This is an optimization exercise on Yosys and OpenROAD, whose aim is small area, not a production implementation.
Function was checked by simulation only, so behaviour that the tests miss may differ from the original.
No activity file was given, so power comes from the tool's default toggle rates.

## flow/config.mk

```make
export PLATFORM = sky130hd
export DESIGN_NAME = wb_regfile
export DESIGN_NICKNAME = wb_regfile
export VERILOG_FILES = /design/flow/design.v
export SDC_FILE = /design/flow/constraint.sdc
export NUM_CORES = 4
export LEC_CHECK = 0
export CAP_MARGIN = 20
export CORE_MARGIN = 2
export CORE_UTILIZATION = 40
export SLEW_MARGIN = 20
export SYNTH_HIERARCHICAL = 1
```

## flow/constraint.sdc

```tcl
create_clock -name core_clock -period 10.0 [get_ports {clk}]
set_input_delay 2.0000 -clock core_clock [delete_from_list [all_inputs] [get_ports {clk}]]
set_output_delay 2.0000 -clock core_clock [all_outputs]
set_load 0.01 [all_outputs]
```

## flow/design.v

```verilog
package wb_regfile_pkg;
  localparam int DATA_W = 32;
  localparam int ADDR_W = 5;
  localparam int NUM_REGS = 1 << ADDR_W;
  typedef logic [DATA_W-1:0] word_t;
  typedef logic [ADDR_W-1:0] addr_t;
  localparam word_t ZERO_WORD = '0;
  localparam addr_t REG_ZERO = '0;
endpackage
module wb_llbit_reg (
  input  logic clk,
  input  logic rst,
  input  logic flush_i,
  input  logic we_i,
  input  logic value_i,
  output logic llbit_o
);
  logic llbit_q, llbit_d;
  always_comb llbit_d = (rst || flush_i) ? 1'b0 : we_i ? value_i : llbit_q;
  always_ff @(posedge clk) llbit_q <= llbit_d;
  assign llbit_o = llbit_d;
endmodule
module wb_regfile (
  input  logic              clk,
  input  logic              rst,
  input  logic              wb_we,
  input  logic [wb_regfile_pkg::ADDR_W-1:0] wb_waddr,
  input  logic [wb_regfile_pkg::DATA_W-1:0] wb_wdata,
  input  logic              wb_whilo,
  input  logic [wb_regfile_pkg::DATA_W-1:0] wb_hi,
  input  logic [wb_regfile_pkg::DATA_W-1:0] wb_lo,
  input  logic              wb_LLbit_we,
  input  logic              wb_LLbit_value,
  input  logic              flush,
  input  logic              re1,
  input  logic              re2,
  input  logic [wb_regfile_pkg::ADDR_W-1:0] raddr1,
  input  logic [wb_regfile_pkg::ADDR_W-1:0] raddr2,
  output logic [wb_regfile_pkg::DATA_W-1:0] rdata1,
  output logic [wb_regfile_pkg::DATA_W-1:0] rdata2,
  output logic [wb_regfile_pkg::DATA_W-1:0] hi_o,
  output logic [wb_regfile_pkg::DATA_W-1:0] lo_o,
  output logic              LLbit_o
);
  localparam int N = wb_regfile_pkg::NUM_REGS;
  localparam int W = wb_regfile_pkg::DATA_W;
  wb_regfile_pkg::word_t regs_q [1:N-1];
  wb_regfile_pkg::word_t hi_q, lo_q;
  logic [N-1:1] wsel, hold;
  for (genvar r = 1; r < N; r++) begin : g_wdec
    assign wsel[r] = !rst && wb_we && (wb_waddr == r);
    assign hold[r] = !rst && !(wb_we && (wb_waddr == r));
  end
  wire hl_w = !rst && wb_whilo;
  wire hl_h = !rst && !wb_whilo;
  wb_regfile_pkg::word_t regs_d [1:N-1];
  wb_regfile_pkg::word_t hi_d, lo_d;
  for (genvar b = 0; b < W; b++) begin : g_nxt
    for (genvar r = 1; r < N; r++) begin : g_reg
      wb_ao22 u_nxt (.a_i(regs_q[r][b]), .b_i(hold[r]), .c_i(wb_wdata[b]), .d_i(wsel[r]),
                     .y_o(regs_d[r][b]));
    end
    wb_ao22 u_hi (.a_i(hi_q[b]), .b_i(hl_h), .c_i(wb_hi[b]), .d_i(hl_w), .y_o(hi_d[b]));
    wb_ao22 u_lo (.a_i(lo_q[b]), .b_i(hl_h), .c_i(wb_lo[b]), .d_i(hl_w), .y_o(lo_d[b]));
  end
  always_ff @(posedge clk) begin
    for (int r = 1; r < N; r++) regs_q[r] <= regs_d[r];
    hi_q <= hi_d;
    lo_q <= lo_d;
  end
  logic re [2];
  wb_regfile_pkg::addr_t raddr [2];
  wb_regfile_pkg::word_t rdata [2];
  assign re[0] = re1;
  assign re[1] = re2;
  assign raddr[0] = raddr1;
  assign raddr[1] = raddr2;
  for (genvar k = 0; k < 2; k++) begin : g_rd
    wire live = !rst && re[k] && raddr[k] != wb_regfile_pkg::REG_ZERO;
    wire byp  = live && wb_we && raddr[k] == wb_waddr;
    wire rd   = live && !byp;
    logic [N-1:1] rsel;
    always_comb
      for (int r = 1; r < N; r++) rsel[r] = rd && (raddr[k] == r);
    for (genvar b = 0; b < W; b++) begin : g_bit
      logic [N-1:0] col;
      assign col[0] = wb_wdata[b];
      for (genvar r = 1; r < N; r++) begin : g_col
        assign col[r] = regs_q[r][b];
      end
      wb_rd_mux u_mux (.d_i(col), .sel_i({rsel, byp}), .y_o(rdata[k][b]));
    end
  end
  assign rdata1 = rdata[0];
  assign rdata2 = rdata[1];
  assign hi_o = hi_q;
  assign lo_o = lo_q;
  wb_llbit_reg u_llbit (
    .clk     (clk),
    .rst     (rst),
    .flush_i (flush),
    .we_i    (wb_LLbit_we),
    .value_i (wb_LLbit_value),
    .llbit_o (LLbit_o)
  );
endmodule
module wb_rd_mux (
  input  logic [wb_regfile_pkg::NUM_REGS-1:0] d_i,
  input  logic [wb_regfile_pkg::NUM_REGS-1:0] sel_i,
  output logic                                y_o
);
  logic [10:0] n;
  for (genvar g = 0; g < 10; g++) begin : g_grp
    wb_aoi222 u_aoi (.a_i(d_i[3*g+:3]), .b_i(sel_i[3*g+:3]), .y_o(n[g]));
  end
  wb_aoi22 u_aoi22 (.a_i(d_i[31:30]), .b_i(sel_i[31:30]), .y_o(n[10]));
  logic [2:0] m;
  wb_nand4 u_n0 (.a_i(n[3:0]), .y_o(m[0]));
  wb_nand4 u_n1 (.a_i(n[7:4]), .y_o(m[1]));
  wb_nand3 u_n2 (.a_i(n[10:8]), .y_o(m[2]));
  wb_or3 u_or (.a_i(m), .y_o(y_o));
endmodule
module wb_aoi222 (
  input  logic [2:0] a_i,
  input  logic [2:0] b_i,
  output logic       y_o
);
  assign y_o = ~|(a_i & b_i);
endmodule
module wb_ao22 (
  input  logic a_i,
  input  logic b_i,
  input  logic c_i,
  input  logic d_i,
  output logic y_o
);
  assign y_o = (a_i & b_i) | (c_i & d_i);
endmodule
module wb_aoi22 (
  input  logic [1:0] a_i,
  input  logic [1:0] b_i,
  output logic       y_o
);
  assign y_o = ~|(a_i & b_i);
endmodule
module wb_nand4 (
  input  logic [3:0] a_i,
  output logic       y_o
);
  assign y_o = ~&a_i;
endmodule
module wb_nand3 (
  input  logic [2:0] a_i,
  output logic       y_o
);
  assign y_o = ~&a_i;
endmodule
module wb_or3 (
  input  logic [2:0] a_i,
  output logic       y_o
);
  assign y_o = |a_i;
endmodule
```

## flow/run.sh

```bash
#!/bin/bash
# synth_recipe.tcl (not shown) runs the flow's synth.tcl, then flattens the netlist and writes it again
# the make line also repeats each setting of config.mk as NAME=value (left out here)
make -C /OpenROAD-flow-scripts/flow DESIGN_CONFIG=/design/flow/config.mk WORK_HOME=/design/flow/orfs CLKGATE_MAP_FILE= SYNTH_SCRIPT=/design/flow/synth_recipe.tcl finish
```

==> impl_metrics.json, run 1 <==
{
  "status": "no timing/DRC/antenna violations",
  "yosys_warnings": 16,
  "synthesis.area_sq_um": 40800,
  "area_delta_synth_final_pct": 26.4,
  "drive_above_1_share_pct": 13.9,
  "htree_levels": 3,
  "synth_top_area_cell": "dfxtp_1",
  "worstPathArrival_ns": 6.70,
  "cts_resized": 0,
  "p_per_area_nw_per_um2": 177,
  "finalMaxSlewViolations": 0,
  "slew_headroom_pct": 17.4,
  "cp-start-kind": "primary input",
  "wl_per_cell_um": 36.6,
  "drt-vias-per-instance": 7.76,
  "critPathTopFamily": "buffers and inverters",
  "grt-ovfl-total": 0,
  "die_w_um": 323,
  "synth-main-ff-cell": "dfxtp_1",
  "yosysSeqAreaShare_pct": 51.9,
  "r2r_setup_slack_ns": 9.29,
  "antenna_found_initial": 12,
  "synth_nets": 3484,
  "syn-instance-count": 3364,
  "dr.pass1.iters": 17,
  "start_util_pct": 40.2,
  "fillers": 8926,
  "grt_pass1_vias": 38321,
  "finalNetCount": 3976,
  "min_period_ns": 8.70,
  "vias": 41258,
  "crit_path_max_fanout": 21,
  "required_ns": 8.00,
  "die-area_sq_um": 104000,
  "crit_slowest_cell": "clkdlybuf4s50_1",
  "worst_slack_ns": 1.30,
  "holdCritPathClass": "reg -> reg",
  "p_leak_uw": 0.0182,
  "track_usage_pct": 35.6,
  "cts_tree": "yes",
  "cts_root_buf": "clkbuf_16",
  "hold_viol_final": 0,
  "gp_congestion": 0.947,
  "grt_max_degree": 65,
  "die_height_um": 323,
  "maxCapViolations": 0,
  "clockBufferDepth": 3,
  "clkLatencyLatePin_ns": 0.71,
  "worst_pin_slew_ns": 1.24,
  "cts_hold_buffers": 0,
  "clk_pin_slew_worst_paths_ns": 0.06,
  "cpPeakStageDelay_ns": 0.92,
  "drtIter0Drc": 9613,
  "drt-total-wl_um": 195000,
  "dp_slack_ns": 1.57,
  "fmax_mhz": 115,
  "setup_viol": 0,
  "cp_num_buf_inv": 4,
  "dp_hpwl_um": 115000,
  "synth_edf_count": 0,
  "fin_worst_skew_ns": 0,
  "rsz0062_at_grt": "no",
  "post-synth-top-count-cell": "dfxtp_1",
  "synth_top_area_share_pct": 51.9,
  "grt_pass1_wl_um": 275000,
  "drc": 0,
  "ys_async_sr_fraction_pct": 0,
  "cts.sinks": 1057,
  "coreArea_sq_um": 101000,
  "ys_ff_latch": 1057,
  "port_buffers": 248,
  "ys_types": 41,
  "critical_path_class": "in -> out",
  "worst_setup_path_end_kind": "primary output",
  "cp_cell_sequence": "clkdlybuf4s50_1, xnor2_1, and2_4, buf_4, a211oi_4, buf_4, a222oi_1, nand4_1, or3_1, clkdlybuf4s50_1",
  "cts_made_buffers": 112,
  "num_rows": 117,
  "io_pins": 249,
  "synth_area_per_cell_sq_um": 12.1,
  "layout_worst_path_cycle_share_pct": 87.0,
  "fin_tns_setup_ns": 0,
  "post-cts-setup-buffers": 0,
  "ant_nets": 0,
  "ys_top_cells_by_area": "dfxtp_1 (52%), a22o_1 (23%), a222oi_1 (16%), nand4_1 (2.0%), a22oi_2 (2.0%)",
  "ir_drop_uv": 134,
  "ys_top_cells_by_count": "dfxtp_1 (1057), a22o_1 (1056), a222oi_1 (640), nand4_1 (131), nand3_1 (73)"
}
==> flip-flops by register name, indices dropped and copies added, names as in the netlist <==
register         flops
lo_q                32
regs_q             992
hi_q                32
u_llbit.llbit_q      1
==> layout by cell type, fill, tap and decap left out, types with 4 or more instances in the layout <==
master	synthesis	routed
bufinv_16	0	8
nor2_1	43	14
nand4_1	131	131
xor2_1	8	8
nand3b_1	5	5
nand3_1	73	73
a22oi_2	64	64
clkinvlp_4	0	5
buf_12	0	5
clkbuf_16	0	112
clkbuf_1	31	23
nor2_4	0	29
dfxtp_1	1057	1057
a211oi_4	0	47
clkbuf_8	0	25
diode_2	0	6
nand2_1	30	30
nor3_2	1	4
buf_4	0	150
nor2b_1	12	10
a21oi_4	0	41
a222oi_1	640	640
or3_1	71	71
nand2b_1	8	8
a22o_1	1056	1056
nor3_1	9	6
buf_16	0	11
clkdlybuf4s50_1	0	246
clkinv_2	0	21
==> power breakdown <==
| part | internal, uW | leakage (uW) | switching [uW] |
|---|---|---|---|
| Clock | 2460 | 0.00185 | 1820 |
| Sequential | 4260 | 0.00853 | 32.4 |
| Combinational | 156 | 0.00777 | 380 |
==> metal layers <==
| layer | vias up | global-route usage (%) | wire length, um |
|---|---|---|---|
| li1 | 16589 | - | - |
| met1 | 20280 | 47.2 | 75100 |
| met2 | 3609 | 50.6 | 79500 |
| met3 | 768 | 12.7 | 28900 |
| met4 | 12 | 18.1 | 10900 |
| met5 | - | 0.139 | 307 |
==> through the flow <==
stage	std cells	util (%)	hold slack [ns]	area [sq um]	power, uW
after floorplan	3364	-	0.477	40800	4530
after global placement	5092	46.6	0.465	47300	4880
after detailed placement	5102	46.9	0.469	47500	4890
after CTS	5305	50.6	0.485	51300	9100
after global routing	5313	50.8	0.493	51500	9300
final	5319	50.8	0.478	51500	9110
==> modules after synthesis, one instance, submodules excluded, excerpt <==
module	cell area (sq um)	times used	flops+latches	cells inside
wb_nand3	5.00	64	0	1
wb_aoi222	10.0	640	0	1
wb_or3	6.26	64	0	1
wb_regfile	22700	1	1056	1345
wb_aoi22	12.5	64	0	1
wb_ao22	8.76	1056	0	1
wb_llbit_reg	40.0	1	1	3
wb_nand4	6.26	128	0	1
==> path summary, 6_finish.rpt <==
path | startpoint | end | depth (start not counted)
hold reg to reg | lo_q[13] | lo_q[13] | 1
hold / removal | lo_q[13] | lo_q[13] | 1
setup reg to reg | regs_q[15][22] | regs_q[15][22] | 1
setup / recovery | wb_waddr[1] | rdata2[30] | 10
==> final cells by class <==
type                            count  area [sq um]  area share (%)
Sequential cell                  1057         21200            41.1
Tap cell                         1368          1710            3.32
Clock inverter                     43           534            1.04
Clock buffer                      160          3230            6.28
Timing Repair Buffer              417          4050            7.85
Inverter                            2          7.51          0.0146
Antenna cell                        6          15.0          0.0291
Multi-Input combinational cell   2266         20800            40.4
==> cell families (layout without fill, tap and decap cells) <==
kind of cell | Yosys count | count (layout) | share of synthesized area (%)
AOI/OAI and AO/OA | 1853 | 1853 | 41.8
xor gates and xnor gates | 10 | 10 | 0.215
other | 0 | 6 | 0
buffers and inverters | 41 | 622 | 0.414
muxes | 1 | 1 | 0.0246
DFF | 1057 | 1057 | 51.9
and+or+nand+nor | 402 | 402 | 5.59
==> run 2, diff against run 1 <==
==> flow/flow/run.sh (new file) <==
#!/bin/bash
# The standard ORFS layout, with two changes to how it is built:
#  - ports are buffered with the smallest buffer (buf_1) instead of the one
#    buffer_ports picks by itself;
#  - clock tree synthesis clusters more sinks per leaf buffer and inserts no
#    dummy loads.
set -euo pipefail
export BUFFER_PORTS_ARGS="-buffer_cell sky130_fd_sc_hd__buf_1"
export CTS_ARGS="-sink_clustering_enable -repair_clock_nets -sink_clustering_size 24 -sink_clustering_max_diameter 80 -dont_use_dummy_load"
bash standard.sh > standard_flow.log 2>&1
==> flow/standard.sh (new file) <==
#!/bin/bash
# synth_recipe.tcl (not shown) runs the flow's synth.tcl, then flattens the netlist and writes it again
# the make line also repeats each setting of config.mk as NAME=value (left out here)
make -C /OpenROAD-flow-scripts/flow DESIGN_CONFIG=/design/flow/config.mk WORK_HOME=/design/flow/orfs CLKGATE_MAP_FILE= SYNTH_SCRIPT=/design/flow/synth_recipe.tcl "${@:-finish}"
removed: flow/run.sh
==> run 2 against run 1 <==
Non-clock buffer count is 8 lower. Total power down 22%. Via count decreased by 1.5%. Still clean on timing, DRC and antenna. First-iteration DRC count is 0.60% lower. Area after synthesis stayed put.
==> impl_metrics.json, run 2 <==
{
  "ys_top_cells_by_count": "dfxtp_1 (1057), a22o_1 (1056), a222oi_1 (640), nand4_1 (131), nand3_1 (73)",
  "ys_types": 41,
  "synth_compound_area_share_pct": 41.8,
  "die_w_um": 323,
  "coreArea_sq_um": 101000,
  "synth_top_area_share_pct": 51.9,
  "cts_made_buffers": 54,
  "final_cell_mix": "dfxtp_1 (1057), a22o_1 (1056), a222oi_1 (640), buf_1 (225), buf_4 (151)",
  "multi_input_area_sq_um": 20800,
  "synth-main-ff-cell": "dfxtp_1",
  "post-route-util_pct": 46.7,
  "largest_reg_flops": 992,
  "die_height_um": 323,
  "yosys.area_share.simple_pct": 5.59,
  "grt_pass1_vias": 37157,
  "fillers": 9319,
  "status": "no timing/DRC/antenna violations",
  "hold_viol_final": 0,
  "drive_above_1_share_pct": 11.5,
  "regMostFlops": "regs_q",
  "crit_slowest_cell": "buf_4",
  "area_delta_synth_final_pct": 16.3,
  "grt_pass1_wl_um": 270000,
  "wl_per_cell_um": 37.3,
  "syn-instance-count": 3364,
  "final_common_cell": "dfxtp_1",
  "slew_headroom_pct": 22.0,
  "track_usage_pct": 35.0,
  "ys_async_sr_fraction_pct": 0,
  "synth_area_per_cell_sq_um": 12.1,
  "crit_path_max_fanout": 32,
  "yosys_warnings": 16,
  "ys_top_cells_by_area": "dfxtp_1 (52%), a22o_1 (23%), a222oi_1 (16%), nand4_1 (2.0%), a22oi_2 (2.0%)",
  "cts.sinks": 1057,
  "cp-start-kind": "primary input",
  "finalNetCount": 3910,
  "maxCapViolations": 0,
  "critical_path_class": "in -> out",
  "synthesis.area_sq_um": 40800,
  "drt-vias-per-instance": 7.87,
  "drt-total-wl_um": 192000,
  "finalMaxSlewViolations": 0,
  "holdCritPathClass": "reg -> reg",
  "min_period_ns": 8.28,
  "post-cts-setup-buffers": 0,
  "synth_top_area_cell": "dfxtp_1",
  "worst_pin_slew_ns": 1.17,
  "layout_worst_path_cycle_share_pct": 82.8,
  "ir_drop_uv": 138,
  "grt_max_degree": 65,
  "htree_levels": 2,
  "num_rows": 117,
  "cts_tree": "yes",
  "cts_hold_buffers": 0,
  "cts_resized": 0,
  "worst_setup_path_end_kind": "primary output",
  "seqCellArea_sq_um": 21200,
  "grt-ovfl-total": 0,
  "cpPeakStageDelay_ns": 0.70,
  "ys_ff_latch": 1057,
  "setup_viol": 0,
  "synth_xor_area_share_pct": 0.215,
  "fin_worst_skew_ns": 0,
  "dr.pass1.iters": 15,
  "drtIter0Drc": 9555,
  "antenna_found_initial": 15,
  "vias": 40641,
  "yosysSeqAreaShare_pct": 51.9,
  "dp_hpwl_um": 113000,
  "io_pins": 249,
  "cts_root_buf": "clkbuf_16",
  "synth_edf_count": 0,
  "clkLatencyLatePin_ns": 0.66,
  "synth.area.mux_share_pct": 0.0246,
  "port_buffers": 248,
  "p_per_area_nw_per_um2": 150,
  "die-area_sq_um": 104000,
  "clockBufferDepth": 3,
  "largestRegisters": "regs_q (992), hi_q (32), lo_q (32)",
  "fin_tns_setup_ns": 0,
  "required_ns": 8.00,
  "post-synth-top-count-cell": "dfxtp_1",
  "p_leak_uw": 0.0163,
  "worstPathArrival_ns": 6.28,
  "cp_cell_sequence": "buf_1, xor2_1, nor4_2, buf_4, a211oi_4, buf_4, a222oi_1, nand4_1, or3_1, buf_1",
  "synth_top_family_by_area": "compound AO/OA/AOI/OAI gates",
  "fmax_mhz": 121,
  "start_util_pct": 40.2,
  "drc": 0,
  "rsz0062_at_grt": "no",
  "gp_congestion": 0.929,
  "ant_nets": 0,
  "synthAdderAreaFrac_pct": 0,
  "clk_pin_slew_worst_paths_ns": 0.06,
  "synth_nets": 3484
}
[run 2: cell counts after synthesis]
Identical to the previous run, type by type.
[run 2: stage by stage]
stage | instance area, sq um | power (uW) | hold slack, ns | setup slack [ns] | instances
final | 47400 | 7120 | 0.482 | 1.72 | 5161
after global placement | 45800 | 4830 | 0.464 | 1.82 | 5092
after global routing | 47400 | 7300 | 0.500 | 1.67 | 5157
after detailed placement | 46000 | 4840 | 0.469 | 1.78 | 5099
after CTS | 47300 | 7110 | 0.487 | 1.76 | 5153
after floorplan | 40800 | 4530 | 0.477 | 1.17 | 3364
[run 2: path summary, 6_finish.rpt]
check,start,endpoint,slack (ns),cells past startpoint
setup / recovery,wb_waddr[2],rdata1[30],1.72,10
setup reg to reg,regs_q[30][20],regs_q[30][20],9.29,1
hold reg to reg,lo_q[13],lo_q[13],0.48,1
hold / removal,lo_q[13],lo_q[13],0.48,1
[run 2: area by class of cell]
class                           count  share of cell area, %
Antenna cell                        5                 0.0264
Clock buffer                       54                   2.85
Inverter                            2                 0.0158
Multi-Input combinational cell   2266                   43.9
Sequential cell                  1057                   44.6
Tap cell                         1368                   3.61
Timing Repair Buffer              409                   4.95
[run 2: report_power, final]
group | total, uW | internal (uW) | switching (uW)
Clock | 2360 | 961 | 1400
Combinational | 477 | 101 | 376
Sequential | 4280 | 4250 | 32.5
[run 2: cells by family (layout without fill, tap and decap cells)]
group                     count (synthesis)  count (layout)
AOI/OAI and AO/OA                      1853            1853
DFF                                    1057            1057
and+or+nand+nor                         402             402
buffers and inverters                    41             465
xor gates and xnor gates                 10              10
muxes                                     1               1
other                                     0               5
[run 2: per-layer routing]
layer  vias up  track usage [%]  wire (um)
li1      16367                -          -
met1     19989             47.0      72400
met2      3540             49.7      79400
met3       729             12.1      29600
met4        16             17.4      10800
met5         -            0.509        186
[run 2: Yosys stat by module (local to each module, per instance), a selection]
module | area (sq um) | times used | cells
wb_or3 | 6.26 | 64 | 1
wb_ao22 | 8.76 | 1056 | 1
wb_nand3 | 5.00 | 64 | 1
wb_aoi22 | 12.5 | 64 | 1
wb_nand4 | 6.26 | 128 | 1
wb_aoi222 | 10.0 | 640 | 1
wb_regfile | 22700 | 1 | 1345
[run 2: worst max-delay path, delay by kind of cell]
| family | cells | cell delay [ns] |
|---|---|---|
| buf+inv | 4 | 1.78 |
| xor+xnor | 1 | 0.16 |
| simple gates | 3 | 1.54 |
| compound gates | 2 | 0.74 |
==> run 3, diff against run 2 <==
--- a/flow/design.v
+++ b/flow/design.v
@@ -48,9 +48,12 @@
   wb_regfile_pkg::word_t hi_q, lo_q;
-  logic [N-1:1] wsel, hold;
+  logic [N-1:1] wsel, hold, wsel_n, hold_n;
   for (genvar r = 1; r < N; r++) begin : g_wdec
-    assign wsel[r] = !rst && wb_we && (wb_waddr == r);
-    assign hold[r] = !rst && !(wb_we && (wb_waddr == r));
+    assign wsel_n[r] = !(!rst && wb_we && (wb_waddr == r));
+    assign hold_n[r] = !(!rst && !(wb_we && (wb_waddr == r)));
+    wb_inv u_ws (.a_i(wsel_n[r]), .y_o(wsel[r]));
+    wb_inv u_hd (.a_i(hold_n[r]), .y_o(hold[r]));
   end
-  wire hl_w = !rst && wb_whilo;
-  wire hl_h = !rst && !wb_whilo;
+  logic hl_w, hl_h;
+  wb_inv u_hlw (.a_i(!(!rst && wb_whilo)), .y_o(hl_w));
+  wb_inv u_hlh (.a_i(!(!rst && !wb_whilo)), .y_o(hl_h));
   wb_regfile_pkg::word_t regs_d [1:N-1];
@@ -79,7 +82,11 @@
     wire live = !rst && re[k] && raddr[k] != wb_regfile_pkg::REG_ZERO;
-    wire byp  = live && wb_we && raddr[k] == wb_waddr;
-    wire rd   = live && !byp;
-    logic [N-1:1] rsel;
-    always_comb
-      for (int r = 1; r < N; r++) rsel[r] = rd && (raddr[k] == r);
+    wire byp_c = live && wb_we && raddr[k] == wb_waddr;
+    wire rd    = live && !byp_c;
+    logic byp;
+    logic [N-1:1] rsel, rsel_n;
+    wb_inv u_byp (.a_i(!byp_c), .y_o(byp));
+    for (genvar r = 1; r < N; r++) begin : g_rdec
+      assign rsel_n[r] = !(rd && (raddr[k] == r));
+      wb_inv u_rs (.a_i(rsel_n[r]), .y_o(rsel[r]));
+    end
     for (genvar b = 0; b < W; b++) begin : g_bit
@@ -111,3 +118,3 @@
 );
-  logic [10:0] n;
+  logic [9:0] n;
   for (genvar g = 0; g < 10; g++) begin : g_grp
@@ -115,3 +122,2 @@
   end
-  wb_aoi22 u_aoi22 (.a_i(d_i[31:30]), .b_i(sel_i[31:30]), .y_o(n[10]));
   logic [2:0] m;
@@ -119,3 +125,3 @@
   wb_nand4 u_n1 (.a_i(n[7:4]), .y_o(m[1]));
-  wb_nand3 u_n2 (.a_i(n[10:8]), .y_o(m[2]));
+  wb_nand_aoi u_n2 (.n_i(n[9:8]), .a_i(d_i[31:30]), .b_i(sel_i[31:30]), .y_o(m[2]));
   wb_or3 u_or (.a_i(m), .y_o(y_o));
@@ -138,3 +144,4 @@
 endmodule
-module wb_aoi22 (
+module wb_nand_aoi (
+  input  logic [1:0] n_i,
   input  logic [1:0] a_i,
@@ -143,3 +150,3 @@
 );
-  assign y_o = ~|(a_i & b_i);
+  assign y_o = ~(&n_i & ~|(a_i & b_i));
 endmodule
@@ -147,8 +154,2 @@
   input  logic [3:0] a_i,
-  output logic       y_o
-);
-  assign y_o = ~&a_i;
-endmodule
-module wb_nand3 (
-  input  logic [2:0] a_i,
   output logic       y_o
@@ -163 +164,7 @@
 endmodule
+module wb_inv (
+  input  logic a_i,
+  output logic y_o
+);
+  assign y_o = ~a_i;
+endmodule
--- a/flow/config.mk
+++ b/flow/config.mk
@@ -7,6 +7,6 @@
 export LEC_CHECK = 0
-export CAP_MARGIN = 20
+export CAP_MARGIN = 5
 export CORE_MARGIN = 2
 export CORE_UTILIZATION = 40
-export SLEW_MARGIN = 20
+export SLEW_MARGIN = 5
 export SYNTH_HIERARCHICAL = 1
==> run 3 against run 2 <==
Final cell count increased by 1.3%. Die area fell by 0.35%. Clock skew did not move. Sequential power is essentially flat. Non-clock buffer count shrank 5. Highest routed layer unchanged.
==> impl_metrics.json, run 3 <==
{
  "area_delta_synth_final_pct": 12.5,
  "grt_pass1_wl_um": 269000,
  "fin_tns_setup_ns": 0,
  "min_period_ns": 7.81,
  "ys_async_sr_fraction_pct": 0,
  "required_ns": 8.00,
  "coreArea_sq_um": 100000,
  "finalMaxSlewViolations": 0,
  "grt_pass1_vias": 36677,
  "ys_types": 31,
  "finalNetCount": 3992,
  "synth_nets": 3555,
  "cp-start-kind": "primary input",
  "synth_edf_count": 0,
  "cts_root_buf": "clkbuf_16",
  "dp_slack_ns": 2.38,
  "synth_area_per_cell_sq_um": 11.8,
  "dr_wl_met3_um": 31100,
  "fin_worst_skew_ns": 0,
  "setup_viol": 0,
  "p_per_area_nw_per_um2": 154,
  "ant_nets": 0,
  "port_buffers": 248,
  "crit_path_start": "wb_waddr[1]",
  "synth_top_area_cell": "dfxtp_1",
  "syn-instance-count": 3435,
  "worst_slack_ns": 2.19,
  "crit_path_max_fanout": 32,
  "worst_setup_path_end_kind": "primary output",
  "ys_ff_latch": 1057,
  "cts.sinks": 1057,
  "post-cts-setup-buffers": 0,
  "post-synth-top-count-cell": "dfxtp_1",
  "final_cell_mix": "dfxtp_1 (1057), a22o_1 (1056), a222oi_1 (640), buf_1 (220), buf_4 (155)",
  "layout_worst_path_cycle_share_pct": 78.1,
  "critical_path_class": "in -> out",
  "largest_reg_flops": 992,
  "fillers": 9532,
  "ir_drop_uv": 133,
  "die_height_um": 323,
  "drive_above_1_share_pct": 6.38,
  "cp_cell_sequence": "buf_1, xor2_1, nor4_1, nand3_1, buf_4, nand3_1, inv_1, a222oi_1, nand4_1, or3_1, buf_1",
  "synth-main-ff-cell": "dfxtp_1",
  "design_area_sq_um": 45700,
  "io_pins": 249,
  "regMostFlops": "regs_q",
  "ys_top_cells_by_count": "dfxtp_1 (1057), a22o_1 (1056), a222oi_1 (640), nand4_1 (130)",
  "wl_per_cell_um": 36.6,
  "path_depth": 11,
  "slew_headroom_pct": 8.11,
  "clockBufferDepth": 3,
  "grt-ovfl-total": 0,
  "dp_hpwl_um": 112000,
  "die_w_um": 323,
  "p_clk_share_pct": 33.3,
  "crit_slowest_cell": "a222oi_1",
  "die-area_sq_um": 104000,
  "rsz0062_at_grt": "no",
  "cts_resized": 0,
  "cts_made_buffers": 53,
  "wl_met2_um": 78000,
  "num_rows": 116,
  "hold_viol_final": 0,
  "status": "no timing/DRC/antenna violations",
  "r2r_start": "regs_q[16][25]",
  "start_util_pct": 40.4,
  "antenna_found_initial": 16,
  "cpPeakStageDelay_ns": 0.62,
  "seqCellArea_sq_um": 21200,
  "track_usage_pct": 35.0,
  "postPlaceCellArea_sq_um": 44300,
  "r2r_setup_slack_ns": 9.27,
  "synth_top_area_share_pct": 52.1,
  "combPwrFrac_pct": 6.0,
  "clk_pin_slew_worst_paths_ns": 0.06,
  "gp_congestion": 0.985,
  "fmax_mhz": 128,
  "synthesis.area_sq_um": 40600,
  "crit_end": "rdata2[27]",
  "cts_tree": "yes",
  "cts_hold_buffers": 0,
  "top_layer": "met5",
  "htree_levels": 2,
  "maxCapViolations": 0,
  "largestRegisters": "regs_q (992), hi_q (32), lo_q (32)",
  "vias": 40380,
  "drc": 0,
  "yosys_warnings": 16,
  "worstPathArrival_ns": 5.81,
  "drt-vias-per-instance": 7.72,
  "multi_input_area_sq_um": 18900,
  "cp_num_buf_inv": 4,
  "holdCritPathClass": "reg -> reg",
  "dr.pass1.iters": 17,
  "yosysSeqAreaShare_pct": 52.1,
  "critPathTopFamily": "simple AND/OR/NAND/NOR gates",
  "ys_top_cells_by_area": "dfxtp_1 (52%), a22o_1 (23%), a222oi_1 (16%), nand4_1 (2.0%), nand3_1 (1.6%)",
  "final_common_cell": "dfxtp_1",
  "ff2ff_path_depth": 1,
  "worst_pin_slew_ns": 1.38,
  "clkLatencyLatePin_ns": 0.68,
  "drt-total-wl_um": 191000,
  "netSwitchingPower_uw": 1770,
  "drtIter0Drc": 9787,
  "dpl.cell_count": 5173,
  "sw_frac_of_total_pct": 25.1,
  "rr_endpoint": "regs_q[16][25]",
  "wl_met1_um": 73300,
  "p_seq_share_pct": 60.7,
  "grt_max_degree": 65,
  "p_int_uw": 5280,
  "p_leak_uw": 0.0174,
  "final_cells": 5229
}
run 3: changes by cell type in the layout (fill, tap and decap cells not counted), sizes merged, moves of 4 or more:
cell    change
nor2       -25
nor3b       +6
or3         -7
nand3b      -5
a21oi      -41
a21o       +29
clkbuf      +4
a211oi     -47
inv       +126
and3        +4
nand2       +5
nand3      +55
buf        -10
run 3: modules after synthesis (local to each module, per instance), excerpt:
module	flip-flops and latches	area [sq um]
wb_llbit_reg	1	40.0
wb_nand4	0	6.26
wb_or3	0	6.26
wb_inv	0	3.75
wb_regfile	1056	22400
wb_nand_aoi	0	12.5
wb_ao22	0	8.76
wb_aoi222	0	10.0
run 3: layout make-up:
cell class / instances / area share, %
diodes: 2 / 0.0110
clock buffers: 53 / 2.90
inverters: 128 / 1.05
multi-input cells: 2228 / 41.3
flip-flops and latches: 1057 / 46.3
well taps: 1357 / 3.72
repair buffers: 404 / 4.72
run 3: metrics by stage:
stage	power, uW	hold slack, ns	utilization, %
final	7060	0.480	45.5
after global routing	7220	0.502	45.5
after CTS	7040	0.488	45.5
after detailed placement	4780	0.468	44.1
after global placement	4780	0.464	44.1
after floorplan	4520	0.477	-
run 3: kinds of logic (layout without fill, tap and decap cells):
kind of cell / after synthesis / after routing / synth area share (%)
AND/OR/NAND/NOR: 424 / 424 / 5.88
AO/OA/AOI/OAI: 1793 / 1793 / 40.3
multiplexers: 1 / 1 / 0.0246
buffers and inverters: 150 / 585 / 1.44
other: 0 / 2 / 0
flip-flops: 1057 / 1057 / 52.1
XOR/XNOR: 10 / 10 / 0.216
run 3: power by group through the flow:
| stage | Sequential (uW) | Combinational, uW | Clock, uW |
|---|---|---|---|
| 6_report | 4280 | 422 | 2350 |
| 5_1_grt | 4290 | 427 | 2500 |
| 4_1_cts | 4280 | 398 | 2360 |
| 3_5_place_dp | 4380 | 397 | 0 |
| 3_3_place_gp | 4380 | 396 | 0 |
| 2_1_floorplan | 4380 | 140 | 0 |
run 3: worst min path at each step:
stage	startpoint	to	slack [ns]	cells after the start
CTS	hi_q[11]	hi_q[11]	0.49	1
global placement	hi_q[24]	hi_q[24]	0.46	1
global route	hi_q[9]	hi_q[9]	0.50	1
finish	hi_q[26]	hi_q[26]	0.48	1
floorplan	regs_q[12][0]	regs_q[12][0]	0.48	1
detailed placement	lo_q[15]	lo_q[15]	0.47	1
run 3: routing by layer:
layer	GRT usage (%)	vias up
met3	13.6	608
met1	46.3	19829
met5	0.139	-
li1	-	16428
met2	50.4	3509
met4	14.8	6
==> run 4, diff against run 3 <==
--- a/flow/config.mk
+++ b/flow/config.mk
@@ -7,6 +7,6 @@
 export LEC_CHECK = 0
-export CAP_MARGIN = 5
+export CAP_MARGIN = 20
 export CORE_MARGIN = 2
 export CORE_UTILIZATION = 40
-export SLEW_MARGIN = 5
+export SLEW_MARGIN = 20
 export SYNTH_HIERARCHICAL = 1
==> run 4 against run 3 <==
Largest cell class unchanged. Critical endpoint is now rdata2[21]. Die area unchanged. Utilization up 0.060 points. Still clean. Clock power up 2%.
==> impl_metrics.json, run 4 <==
{
  "die-area_sq_um": 104000,
  "synth_area_per_cell_sq_um": 11.8,
  "syn-instance-count": 3435,
  "post-synth-top-count-cell": "dfxtp_1",
  "synth_nets": 3555,
  "grt-ovfl-total": 0,
  "drt-vias-per-instance": 7.77,
  "htree_levels": 2,
  "ys_types": 31,
  "fin_hold_ws_ns": 0.481,
  "die_w_um": 323,
  "track_usage_pct": 34.9,
  "ant_nets": 0,
  "io_pins": 249,
  "cts_root_buf": "clkbuf_16",
  "status": "no timing/DRC/antenna violations",
  "fin_tns_setup_ns": 0,
  "drc": 0,
  "cp-start-kind": "primary input",
  "gp_congestion": 0.985,
  "drtIter0Drc": 9463,
  "yosys_warnings": 16,
  "p_leak_uw": 0.0174,
  "port_buffers": 248,
  "dr.pass1.iters": 17,
  "clk_pin_slew_worst_paths_ns": 0.05,
  "fillers": 9478,
  "finalNetCount": 3996,
  "area_delta_synth_final_pct": 12.7,
  "dp_hpwl_um": 112000,
  "fmax_mhz": 127,
  "maxCapViolations": 0,
  "largestRegisters": "regs_q (992), hi_q (32), lo_q (32)",
  "grt_max_degree": 65,
  "worst_setup_path_end_kind": "primary output",
  "cts_resized": 0,
  "required_ns": 8.00,
  "cts_hold_buffers": 0,
  "num_rows": 116,
  "clkLatencyLatePin_ns": 0.67,
  "p_per_area_nw_per_um2": 155,
  "synth_top_area_cell": "dfxtp_1",
  "ir_drop_uv": 117,
  "die_height_um": 323,
  "cts_tree": "yes",
  "grt_pass1_vias": 36946,
  "slew_headroom_pct": 21.4,
  "finalMaxSlewViolations": 0,
  "final_cell_mix": "dfxtp_1 (1057), a22o_1 (1056), a222oi_1 (640), buf_1 (220), buf_4 (155)",
  "synth_top_area_share_pct": 52.1,
  "worst_pin_slew_ns": 1.17,
  "wl_per_cell_um": 36.6,
  "coreArea_sq_um": 100000,
  "grt_pass1_wl_um": 269000,
  "antenna_found_initial": 12,
  "fin_worst_skew_ns": 0,
  "ys_async_sr_fraction_pct": 0,
  "crit_path_max_fanout": 32,
  "layout_worst_path_cycle_share_pct": 79.0,
  "yosysSeqAreaShare_pct": 52.1,
  "drive_above_1_share_pct": 6.58,
  "drt-total-wl_um": 192000,
  "ys_top_cells_by_area": "dfxtp_1 (52%), a22o_1 (23%), a222oi_1 (16%), nand4_1 (2.0%), nand3_1 (1.6%)",
  "synth_edf_count": 0,
  "ys_ff_latch": 1057,
  "final_cells": 5233,
  "final_common_cell": "dfxtp_1",
  "cts_made_buffers": 55,
  "ys_top_cells_by_count": "dfxtp_1 (1057), a22o_1 (1056), a222oi_1 (640), nand4_1 (130)",
  "vias": 40652,
  "critical_path_class": "in -> out",
  "largest_reg_flops": 992,
  "setup_viol": 0,
  "holdCritPathClass": "reg -> reg",
  "cts.sinks": 1057,
  "synthesis.area_sq_um": 40600,
  "clockBufferDepth": 3,
  "rsz0062_at_grt": "no",
  "synth-main-ff-cell": "dfxtp_1",
  "min_period_ns": 7.90,
  "start_util_pct": 40.4,
  "hold_viol_final": 0,
  "worstPathArrival_ns": 5.90,
  "regMostFlops": "regs_q",
  "post-cts-setup-buffers": 0,
  "dpl.cell_count": 5174
}
-- run 4: cell counts after synthesis --
Identical to the previous run, type by type.
-- run 4: worst max-delay path, stage by stage --
cell and delay [ns]:
buf_1 0.54, xor2_1 0.14, nor4_1 0.28, nand3_1 0.12, buf_4 0.26, nand3_1 0.12
clkinv_1 0.65, buf_4 0.50, a222oi_1 0.36, nand3_1 0.25, or3_1 0.48, buf_1 0.18
-- run 4: Yosys stat by module (local to each module, per instance), a selection --
module	area, sq um	flops+latches	cells inside
wb_regfile	22400	1056	1288
wb_llbit_reg	40.0	1	3
wb_nand_aoi	12.5	0	2
wb_aoi222	10.0	0	1
wb_ao22	8.76	0	1
wb_nand4	6.26	0	1
wb_or3	6.26	0	1
wb_inv	3.75	0	1
-- run 4: stage by stage --
step	utilization (%)	setup slack (ns)	area [sq um]	total power, uW
floorplan	-	3.87	40600	4520
global placement	44.1	2.33	44300	4780
detailed placement	44.2	2.43	44400	4780
CTS	45.5	2.42	45700	7090
global route	45.6	2.08	45800	7270
finish	45.6	2.10	45800	7100
-- run 4: layout make-up --
cell class | count | area, sq um | share of cell area, %
timing repair buffer | 406 | 2170 | 4.74
antenna | 2 | 5.00 | 0.0109
multi-input combinational | 2228 | 18900 | 41.2
sequential | 1057 | 21200 | 46.2
tap | 1357 | 1700 | 3.71
inverter | 128 | 480 | 1.05
clock buffer | 55 | 1380 | 3.01
-- run 4: report_power, final --
group,switching (uW),internal (uW),leakage [uW],total (uW)
sequential,32.4,4250,0.00853,4280
clock,1420,978,0.000678,2400
combinational,331,90.1,0.00816,421
-- run 4: kinds of logic (layout without fill, tap and decap cells) --
group	after synthesis	count (layout)	share of synthesized area, %
buffers and inverters	150	589	1.44
DFF	1057	1057	52.1
muxes	1	1	0.0246
xor gates and xnor gates	10	10	0.216
AOI/OAI and AO/OA	1793	1793	40.3
other	0	2	0
and+or+nand+nor	424	424	5.88
-- run 4: routing by layer --
layer  share of wire (%)  global-route usage [%]  vias to the layer above
li1                    -                       -                    16443
met1                  38                    46.2                    19887
met2                  41                    50.5                     3626
met3                  16                    13.8                      690
met4                 4.8                    14.5                        6
met5               0.026                       0                        -
-- run 4: final timing paths --
| kind | start | to | slack, ns | depth (start not counted) |
|---|---|---|---|---|
| max | wb_waddr[1] | rdata2[21] | 2.10 | 12 |
| min | hi_q[26] | hi_q[26] | 0.48 | 1 |
| max reg2reg | regs_q[16][25] | regs_q[16][25] | 9.26 | 1 |
| min reg2reg | hi_q[26] | hi_q[26] | 0.48 | 1 |
==> run 5, diff against run 4 <==
--- a/flow/design.v
+++ b/flow/design.v
@@ -48,12 +48,27 @@
   wb_regfile_pkg::word_t hi_q, lo_q;
-  logic [N-1:1] wsel, hold, wsel_n, hold_n;
+  logic [N-1:1] wsel_n, hold_n;
+  logic [N-1:1] wsel [2], hold [2];
+  logic [3:0] wlo;
+  logic [7:0] whi;
+  wire w_en = wb_we && !rst;
+  for (genvar i = 0; i < 4; i++) begin : g_wlo
+    assign wlo[i] = w_en && (wb_waddr[1:0] == i);
+  end
+  for (genvar j = 0; j < 8; j++) begin : g_whi
+    assign whi[j] = (wb_waddr[4:2] == j);
+  end
+  wire rst_n = !rst;
   for (genvar r = 1; r < N; r++) begin : g_wdec
-    assign wsel_n[r] = !(!rst && wb_we && (wb_waddr == r));
-    assign hold_n[r] = !(!rst && !(wb_we && (wb_waddr == r)));
-    wb_inv u_ws (.a_i(wsel_n[r]), .y_o(wsel[r]));
-    wb_inv u_hd (.a_i(hold_n[r]), .y_o(hold[r]));
-  end
-  logic hl_w, hl_h;
-  wb_inv u_hlw (.a_i(!(!rst && wb_whilo)), .y_o(hl_w));
-  wb_inv u_hlh (.a_i(!(!rst && !wb_whilo)), .y_o(hl_h));
+    wb_nand2 u_wsn (.a_i(wlo[r%4]), .b_i(whi[r/4]), .y_o(wsel_n[r]));
+    wb_nand2 u_hdn (.a_i(rst_n), .b_i(wsel_n[r]), .y_o(hold_n[r]));
+    for (genvar h = 0; h < 2; h++) begin : g_half
+      wb_inv u_ws (.a_i(wsel_n[r]), .y_o(wsel[h][r]));
+      wb_inv u_hd (.a_i(hold_n[r]), .y_o(hold[h][r]));
+    end
+  end
+  logic hl_w [2], hl_h [2];
+  for (genvar h = 0; h < 2; h++) begin : g_hl
+    wb_inv u_hlw (.a_i(!(!rst && wb_whilo)), .y_o(hl_w[h]));
+    wb_inv u_hlh (.a_i(!(!rst && !wb_whilo)), .y_o(hl_h[h]));
+  end
   wb_regfile_pkg::word_t regs_d [1:N-1];
@@ -62,7 +77,7 @@
     for (genvar r = 1; r < N; r++) begin : g_reg
-      wb_ao22 u_nxt (.a_i(regs_q[r][b]), .b_i(hold[r]), .c_i(wb_wdata[b]), .d_i(wsel[r]),
+      wb_ao22 u_nxt (.a_i(regs_q[r][b]), .b_i(hold[b/16][r]), .c_i(wb_wdata[b]), .d_i(wsel[b/16][r]),
                      .y_o(regs_d[r][b]));
     end
-    wb_ao22 u_hi (.a_i(hi_q[b]), .b_i(hl_h), .c_i(wb_hi[b]), .d_i(hl_w), .y_o(hi_d[b]));
-    wb_ao22 u_lo (.a_i(lo_q[b]), .b_i(hl_h), .c_i(wb_lo[b]), .d_i(hl_w), .y_o(lo_d[b]));
+    wb_ao22 u_hi (.a_i(hi_q[b]), .b_i(hl_h[0]), .c_i(wb_hi[b]), .d_i(hl_w[0]), .y_o(hi_d[b]));
+    wb_ao22 u_lo (.a_i(lo_q[b]), .b_i(hl_h[1]), .c_i(wb_lo[b]), .d_i(hl_w[1]), .y_o(lo_d[b]));
   end
@@ -84,8 +99,21 @@
     wire rd    = live && !byp_c;
-    logic byp;
-    logic [N-1:1] rsel, rsel_n;
-    wb_inv u_byp (.a_i(!byp_c), .y_o(byp));
+    logic byp [2];
+    logic [N-1:1] rsel_n;
+    logic [N-1:1] rsel [2];
+    for (genvar h = 0; h < 2; h++) begin : g_half
+      wb_inv u_byp (.a_i(!byp_c), .y_o(byp[h]));
+    end
+    logic [3:0] rlo;
+    logic [7:0] rhi;
+    for (genvar i = 0; i < 4; i++) begin : g_rlo
+      assign rlo[i] = rd && (raddr[k][1:0] == i);
+    end
+    for (genvar j = 0; j < 8; j++) begin : g_rhi
+      assign rhi[j] = (raddr[k][4:2] == j);
+    end
     for (genvar r = 1; r < N; r++) begin : g_rdec
-      assign rsel_n[r] = !(rd && (raddr[k] == r));
-      wb_inv u_rs (.a_i(rsel_n[r]), .y_o(rsel[r]));
+      wb_nand2 u_rsn (.a_i(rlo[r%4]), .b_i(rhi[r/4]), .y_o(rsel_n[r]));
+      for (genvar h = 0; h < 2; h++) begin : g_half
+        wb_inv u_rs (.a_i(rsel_n[r]), .y_o(rsel[h][r]));
+      end
     end
@@ -97,3 +125,3 @@
       end
-      wb_rd_mux u_mux (.d_i(col), .sel_i({rsel, byp}), .y_o(rdata[k][b]));
+      wb_rd_mux u_mux (.d_i(col), .sel_i({rsel[b/16], byp[b/16]}), .y_o(rdata[k][b]));
     end
@@ -170 +198,8 @@
 endmodule
+module wb_nand2 (
+  input  logic a_i,
+  input  logic b_i,
+  output logic y_o
+);
+  assign y_o = ~(a_i & b_i);
+endmodule
--- a/flow/config.mk
+++ b/flow/config.mk
@@ -7,6 +7,6 @@
 export LEC_CHECK = 0
-export CAP_MARGIN = 20
+export CAP_MARGIN = 5
 export CORE_MARGIN = 2
 export CORE_UTILIZATION = 40
-export SLEW_MARGIN = 20
+export SLEW_MARGIN = 5
 export SYNTH_HIERARCHICAL = 1
==> run 5 against run 4 <==
Area after synthesis rose by 0.48%. Utilization down 1.2 points. Register-to-register slack worse by 0.02 ns. Sequential share of layout area up 0.76 points. Die area increased by 0.48%. Worst hold slack got worse by 0.0010 ns. Still clean. Clock power down 2%. Highest routed layer unchanged. Count of clock-buffer cells in the layout fell by 1.
==> impl_metrics.json, run 5 <==
{
  "drt-total-wl_um": 159000,
  "worstPathArrival_ns": 6.14,
  "io_pins": 249,
  "antenna_found_initial": 16,
  "synthesis.area_sq_um": 40800,
  "clockBufferDepth": 3,
  "dp_hpwl_um": 112000,
  "status": "no timing/DRC/antenna violations",
  "ant_nets": 0,
  "grt_pass1_wl_um": 234000,
  "dp_slack_ns": 2.25,
  "r2r_start": "regs_q[3][21]",
  "largest_reg_flops": 992,
  "synth-main-ff-cell": "dfxtp_1",
  "ys_top_cells_by_count": "dfxtp_1 (1057), a22o_1 (1056), a222oi_1 (640), inv_1 (261), nand4_1 (128)",
  "hold_end": "hi_q[24]",
  "vias": 37920,
  "synth_nets": 3651,
  "yosysSeqAreaShare_pct": 51.8,
  "track_usage_pct": 28.9,
  "syn-instance-count": 3531,
  "finalMaxSlewViolations": 0,
  "min_path_cells": 1,
  "layout_worst_path_cycle_share_pct": 81.4,
  "coreArea_sq_um": 101000,
  "drive_above_1_share_pct": 3.25,
  "gp_congestion": 0.972,
  "ys_types": 31,
  "area_delta_synth_final_pct": 10.3,
  "rsz0062_at_grt": "no",
  "clkLatencyLatePin_ns": 0.63,
  "holdCritPathClass": "reg -> reg",
  "p_per_area_nw_per_um2": 155,
  "drtIter0Drc": 8235,
  "die-area_sq_um": 105000,
  "yosys_warnings": 24,
  "post-cts-setup-buffers": 0,
  "grt-ovfl-total": 0,
  "worst_slack_ns": 1.86,
  "synth_top_area_cell": "dfxtp_1",
  "start_util_pct": 40.2,
  "crit_path_max_fanout": 16,
  "cts.sinks": 1057,
  "ir_drop_uv": 128,
  "largestRegisters": "regs_q (992), hi_q (32), lo_q (32)",
  "worstHoldStart": "hi_q[24]",
  "ff2ff_path_depth": 1,
  "grt_max_degree": 34,
  "clk_pin_slew_worst_paths_ns": 0.04,
  "synth_top_area_share_pct": 51.8,
  "fmax_mhz": 123,
  "synth_area_per_cell_sq_um": 11.6,
  "cp-start-kind": "primary input",
  "port_buffers": 248,
  "final_common_cell": "dfxtp_1",
  "maxCapViolations": 0,
  "cts_resized": 0,
  "cts_tree": "yes",
  "ys_ff_latch": 1057,
  "cts_root_buf": "clkbuf_16",
  "die_height_um": 323,
  "post-synth-top-count-cell": "dfxtp_1",
  "ys_top_cells_by_area": "dfxtp_1 (52%), a22o_1 (23%), a222oi_1 (16%), inv_1 (2.4%), nand4_1 (2.0%)",
  "fillers": 9500,
  "htree_levels": 2,
  "cts_hold_buffers": 0,
  "synth_edf_count": 0,
  "finalNetCount": 3971,
  "num_rows": 117,
  "critical_path_class": "in -> out",
  "drt-vias-per-instance": 7.26,
  "hold_viol_final": 0,
  "final_cell_mix": "dfxtp_1 (1057), a22o_1 (1056), a222oi_1 (640), inv_1 (261), buf_1 (216)",
  "fin_tns_setup_ns": 0,
  "dr.pass1.iters": 14,
  "wl_per_cell_um": 30.4,
  "regMostFlops": "regs_q",
  "min_period_ns": 8.14,
  "required_ns": 8.00,
  "rr_endpoint": "regs_q[3][21]",
  "setup_viol": 0,
  "cts_made_buffers": 54,
  "r2r_setup_slack_ns": 9.24,
  "ys_async_sr_fraction_pct": 0,
  "worst_pin_slew_ns": 1.39,
  "drc": 0,
  "grt_pass1_vias": 34791,
  "worst_setup_path_end_kind": "primary output",
  "die_w_um": 323,
  "p_leak_uw": 0.0178,
  "slew_headroom_pct": 7.01,
  "fin_worst_skew_ns": 0
}
==> run 5: final cells by class <==
class                   count  area [sq um]  area share (%)
diodes                      3          7.51          0.0167
clock buffers              54          1350            3.00
inverters                 261           980            2.18
multi-input cells        2204         18600            41.4
flip-flops and latches   1057         21200            47.0
well taps                1368          1710            3.80
repair buffers            273          1160            2.57
==> run 5: power by group <==
part           internal [uW]  leakage [uW]  switching [uW]
registers               4250       0.00853            34.3
clock network            960      0.000665            1380
logic                   76.7       0.00857             276
total                   5290        0.0178            1690
==> run 5: stage by stage <==
step / power, uW / std cells / hold WS, ns / util (%) / cell area (sq um)
2_1_floorplan: 4520 / 3531 / 0.477 / - / 40800
3_3_place_gp: 4720 / 5163 / 0.464 / 43.0 / 43700
3_5_place_dp: 4720 / 5163 / 0.468 / 43.0 / 43700
4_1_cts: 7010 / 5217 / 0.481 / 44.4 / 45000
5_1_grt: 7180 / 5217 / 0.509 / 44.4 / 45000
6_report: 6980 / 5220 / 0.480 / 44.4 / 45000
==> run 5: worst max path at each step <==
stage | depth (start not counted) | slack (ns) | end | startpoint
final | 10 | 1.86 | rdata1[17] | wb_waddr[4]
after global routing | 10 | 1.91 | rdata1[17] | wb_waddr[4]
after CTS | 10 | 2.23 | rdata1[17] | wb_waddr[4]
after detailed placement | 10 | 2.25 | rdata1[17] | wb_waddr[4]
after global placement | 10 | 2.22 | rdata1[20] | wb_waddr[2]
after floorplan | 9 | 3.82 | rdata1[0] | wb_waddr[2]
==> run 5: modules after synthesis, one instance, submodules excluded, a selection <==
module,flip-flops and latches,cells
wb_llbit_reg,1,3
wb_inv,0,1
wb_aoi222,0,1
wb_nand2,0,1
wb_or3,0,1
wb_ao22,0,1
wb_regfile,1056,1132
wb_nand4,0,1
wb_nand_aoi,0,2
==> run 5: worst max-delay path, cell delays in order <==
cell      delay, ns
buf_1          0.59
xor2_1         0.17
nor2_1         0.40
a21oi_1        0.40
nand2_1        0.23
inv_1          0.30
a222oi_1       0.86
nand4_1        0.42
or3_1          0.57
buf_1          0.17
==> run 5: kinds of logic (layout without fill, tap and decap cells) <==
kind of cell	after synthesis	in the layout	synth area share, %
AOI/OAI and AO/OA	1770	1770	39.7
xor gates and xnor gates	10	10	0.215
DFF	1057	1057	51.8
other	0	3	0
buffers and inverters	270	588	2.55
and+or+nand+nor	423	423	5.63
muxes	1	1	0.0245
==> run 5: per-layer routing <==
layer	track usage, %	share of wire [%]	vias up
li1	-	-	16344
met1	40.7	42	18560
met2	43.4	43	2631
met3	6.25	12	371
met4	10.5	3.9	14
met5	0	0.053	-
==> run 6, diff against run 5 <==
--- a/flow/config.mk
+++ b/flow/config.mk
@@ -7,6 +7,6 @@
 export LEC_CHECK = 0
-export CAP_MARGIN = 5
+export CAP_MARGIN = 20
 export CORE_MARGIN = 2
 export CORE_UTILIZATION = 40
-export SLEW_MARGIN = 5
+export SLEW_MARGIN = 20
 export SYNTH_HIERARCHICAL = 1
==> run 6 against run 5 <==
First-iteration DRC count shrank 0.15%. Total power about the same. Utilization about the same. Global-route usage is the same. Die area is the same. Worst setup slack got worse by 0.14 ns. Fmax is 1.7% lower. Count of clock-buffer cells in the layout is the same. Non-clock buffer count unchanged. Clock power about the same. Worst hold slack about the same.
==> impl_metrics.json, run 6 <==
{
  "drtIter0Drc": 8223,
  "p_seq_share_pct": 61.4,
  "synthesis.area_sq_um": 40800,
  "fmax_mhz": 121,
  "drt-vias-per-instance": 7.24,
  "ys_top_cells_by_area": "dfxtp_1 (52%), a22o_1 (23%), a222oi_1 (16%), inv_1 (2.4%), nand4_1 (2.0%)",
  "finalNetCount": 3971,
  "synth_top_area_cell": "dfxtp_1",
  "dp_hpwl_um": 112000,
  "finalMaxSlewViolations": 0,
  "netSwitchingPower_uw": 1690,
  "ys_top_cells_by_count": "dfxtp_1 (1057), a22o_1 (1056), a222oi_1 (640), inv_1 (261), nand4_1 (128)",
  "synth_edf_count": 0,
  "cpPeakStageDelay_ns": 0.86,
  "cp_cell_sequence": "buf_1, xor2_1, nor2_1, a21oi_1, nand2_1, inv_1, a222oi_1, nand4_1, or3_1, buf_1",
  "critPathTopFamily": "simple AND/OR/NAND/NOR gates",
  "r2r_setup_slack_ns": 9.23,
  "cts_made_buffers": 54,
  "largestRegisters": "regs_q (992), hi_q (32), lo_q (32)",
  "seqCellArea_sq_um": 21200,
  "rr_endpoint": "regs_q[3][21]",
  "multi_input_area_sq_um": 18700,
  "ir_drop_uv": 127,
  "rsz0062_at_grt": "no",
  "gp_congestion": 0.972,
  "status": "no timing/DRC/antenna violations",
  "die_height_um": 323,
  "fin_tns_setup_ns": 0,
  "cp_num_buf_inv": 3,
  "min_path_cells": 1,
  "yosysSeqAreaShare_pct": 51.8,
  "r2r_start": "regs_q[3][21]",
  "cts_resized": 0,
  "final_common_cell": "dfxtp_1",
  "synth-main-ff-cell": "dfxtp_1",
  "grt_max_degree": 34,
  "cts_hold_buffers": 0,
  "wl_per_cell_um": 30.4,
  "critical_path_class": "in -> out",
  "worst_pin_slew_ns": 1.17,
  "fin_worst_skew_ns": 0,
  "die_w_um": 323,
  "worstHoldStart": "hi_q[24]",
  "yosys_warnings": 24,
  "ant_nets": 0,
  "synth_nets": 3651,
  "worst_setup_path_end_kind": "primary output",
  "p_leak_uw": 0.0178,
  "dr.pass1.iters": 17,
  "ys_async_sr_fraction_pct": 0,
  "crit_path_max_fanout": 16,
  "io_pins": 249,
  "min_period_ns": 8.28,
  "clk_pin_slew_worst_paths_ns": 0.04,
  "layout_worst_path_cycle_share_pct": 82.8,
  "start_util_pct": 40.2,
  "grt_pass1_wl_um": 234000,
  "drc": 0,
  "worstPathArrival_ns": 6.28,
  "port_buffers": 248,
  "final_cell_mix": "dfxtp_1 (1057), a22o_1 (1056), a222oi_1 (640), inv_1 (261), buf_1 (216)",
  "ys_types": 31,
  "ys_ff_latch": 1057,
  "crit_slowest_cell": "a222oi_1",
  "htree_levels": 2,
  "cp-start-kind": "primary input",
  "grt-ovfl-total": 0,
  "hold_end": "hi_q[24]",
  "drive_above_1_share_pct": 3.25,
  "num_rows": 117,
  "grt_pass1_vias": 34791,
  "synth_top_area_share_pct": 51.8,
  "required_ns": 8.00,
  "hold_viol_final": 0,
  "post-cts-setup-buffers": 0,
  "cts.sinks": 1057,
  "dpl.cell_count": 5163,
  "p_clk_share_pct": 33.5,
  "total_power_uw": 6980,
  "regMostFlops": "regs_q",
  "synth_area_per_cell_sq_um": 11.6,
  "drt-total-wl_um": 159000,
  "coreArea_sq_um": 101000,
  "sw_frac_of_total_pct": 24.2,
  "clkLatencyLatePin_ns": 0.63,
  "die-area_sq_um": 105000,
  "slew_headroom_pct": 22.1,
  "largest_reg_flops": 992,
  "track_usage_pct": 28.9,
  "cts_root_buf": "clkbuf_16",
  "holdCritPathClass": "reg -> reg",
  "clockBufferDepth": 3,
  "combPwrFrac_pct": 5.1,
  "fillers": 9501,
  "area_delta_synth_final_pct": 10.4,
  "cts_tree": "yes",
  "p_per_area_nw_per_um2": 155,
  "antenna_found_initial": 16,
  "setup_viol": 0,
  "ff2ff_path_depth": 1,
  "crit_top_cell": "buf_1",
  "maxCapViolations": 0,
  "syn-instance-count": 3531,
  "p_int_uw": 5290,
  "final_cells": 5219,
  "post-synth-top-count-cell": "dfxtp_1",
  "vias": 37797
}
-- run 6: worst max-delay path by stage --
| stage | endpoint | from | slack, ns | cells past startpoint |
|---|---|---|---|---|
| 2_1_floorplan | rdata1[0] | wb_waddr[2] | 3.82 | 9 |
| 3_3_place_gp | rdata1[20] | wb_waddr[2] | 2.22 | 10 |
| 3_5_place_dp | rdata1[17] | wb_waddr[4] | 2.25 | 10 |
| 4_1_cts | rdata1[17] | wb_waddr[4] | 2.23 | 10 |
| 5_1_grt | rdata1[17] | wb_waddr[4] | 1.75 | 10 |
| 6_report | rdata1[17] | wb_waddr[4] | 1.72 | 10 |
-- run 6: power groups by stage --
stage	Clock (uW)	Combinational (uW)	Sequential (uW)
final	2340	354	4290
after global routing	2520	370	4290
after CTS	2380	342	4280
after detailed placement	0	342	4380
after global placement	0	340	4380
after floorplan	0	136	4380
-- run 6: routing by layer --
layer / GRT usage (%) / part of all wire (%) / vias up
met2: 43.4 / 43 / 2640
met1: 40.7 / 42 / 18396
met5: 0 / 0.070 / -
li1: - / - / 16335
met3: 6.25 / 12 / 410
met4: 10.5 / 4.1 / 16
-- run 6: layout make-up --
type                            count  area share, %
Inverter                          261           2.17
Antenna cell                        2         0.0111
Clock buffer                       54           3.00
Multi-Input combinational cell   2204           41.5
Timing Repair Buffer              273           2.57
Sequential cell                  1057           47.0
Tap cell                         1368           3.80
-- run 6: logic make-up (layout without fill, tap and decap cells) --
kind of cell	count (synthesis)	in the layout	share of synthesized area, %
buffers and inverters	270	588	2.55
multiplexers	1	1	0.0245
AO/OA/AOI/OAI	1770	1770	39.7
flip-flops	1057	1057	51.8
other	0	2	0
AND/OR/NAND/NOR	423	423	5.63
XOR/XNOR	10	10	0.215
-- run 6: metrics by stage --
step,hold WS [ns],util [%],cell area (sq um),setup WS [ns]
3_5_place_dp,0.468,43.0,43700,2.25
3_3_place_gp,0.464,43.0,43700,2.22
2_1_floorplan,0.477,-,40800,3.82
6_report,0.480,44.4,45000,1.72
5_1_grt,0.509,44.4,45000,1.75
4_1_cts,0.481,44.4,45000,2.23
-- run 6: Yosys stat by module, one instance, submodules excluded, a selection --
module	flops+latches	area, sq um	cells inside
wb_inv	0	3.75	1
wb_regfile	1056	21700	1132
wb_ao22	0	8.76	1
wb_nand2	0	3.75	1
wb_nand4	0	6.26	1
wb_llbit_reg	1	40.0	3
wb_aoi222	0	10.0	1
wb_or3	0	6.26	1

## port drivers added, routing unchanged
No port has a modelled driver above. Below, the same layouts with a new extraction and two added sets of constraints. Step 1 (the two cells are an assumption about what drives the block):
set clk [get_ports {clk}]
set_driving_cell -lib_cell sky130_fd_sc_hd__clkbuf_16 $clk
set_driving_cell -lib_cell sky130_fd_sc_hd__buf_2 [delete_from_list [all_inputs] $clk]
Step 2 adds t to the input delays and takes it off the output delays; t is the mean of the earliest and latest rising clock arrival at the registers after step 1. Input paths then give back, and output paths get back, about the clock's delay inside the block. Three values: no drivers, after step 1, after step 2; two values: the first two.
run	shift t [ns]	setup WS [ns]	worst register clock-pin slew, ns	worst slew at a driven data input, ns	cell pins on the clock port's net
run 1	0.800	1.304 / 1.271 / 1.271	0.07 / 0.07	0.07	1
run 2	0.741	1.721 / 1.680 / 1.680	0.10 / 0.10	0.10	1
run 3	0.759	2.186 / 2.150 / 2.150	0.11 / 0.11	0.11	1
run 4	0.752	2.104 / 2.065 / 2.065	0.10 / 0.10	0.11	1
run 5	0.732	1.862 / 1.825 / 1.825	0.10 / 0.10	0.11	1
run 6	0.730	1.718 / 1.680 / 1.680	0.10 / 0.10	0.10	1
After both steps every run listed still meets setup and hold. For run 2, which loses most, drivers alone change the setup slack by -0.041 ns; drivers and shift together by -0.041 ns.
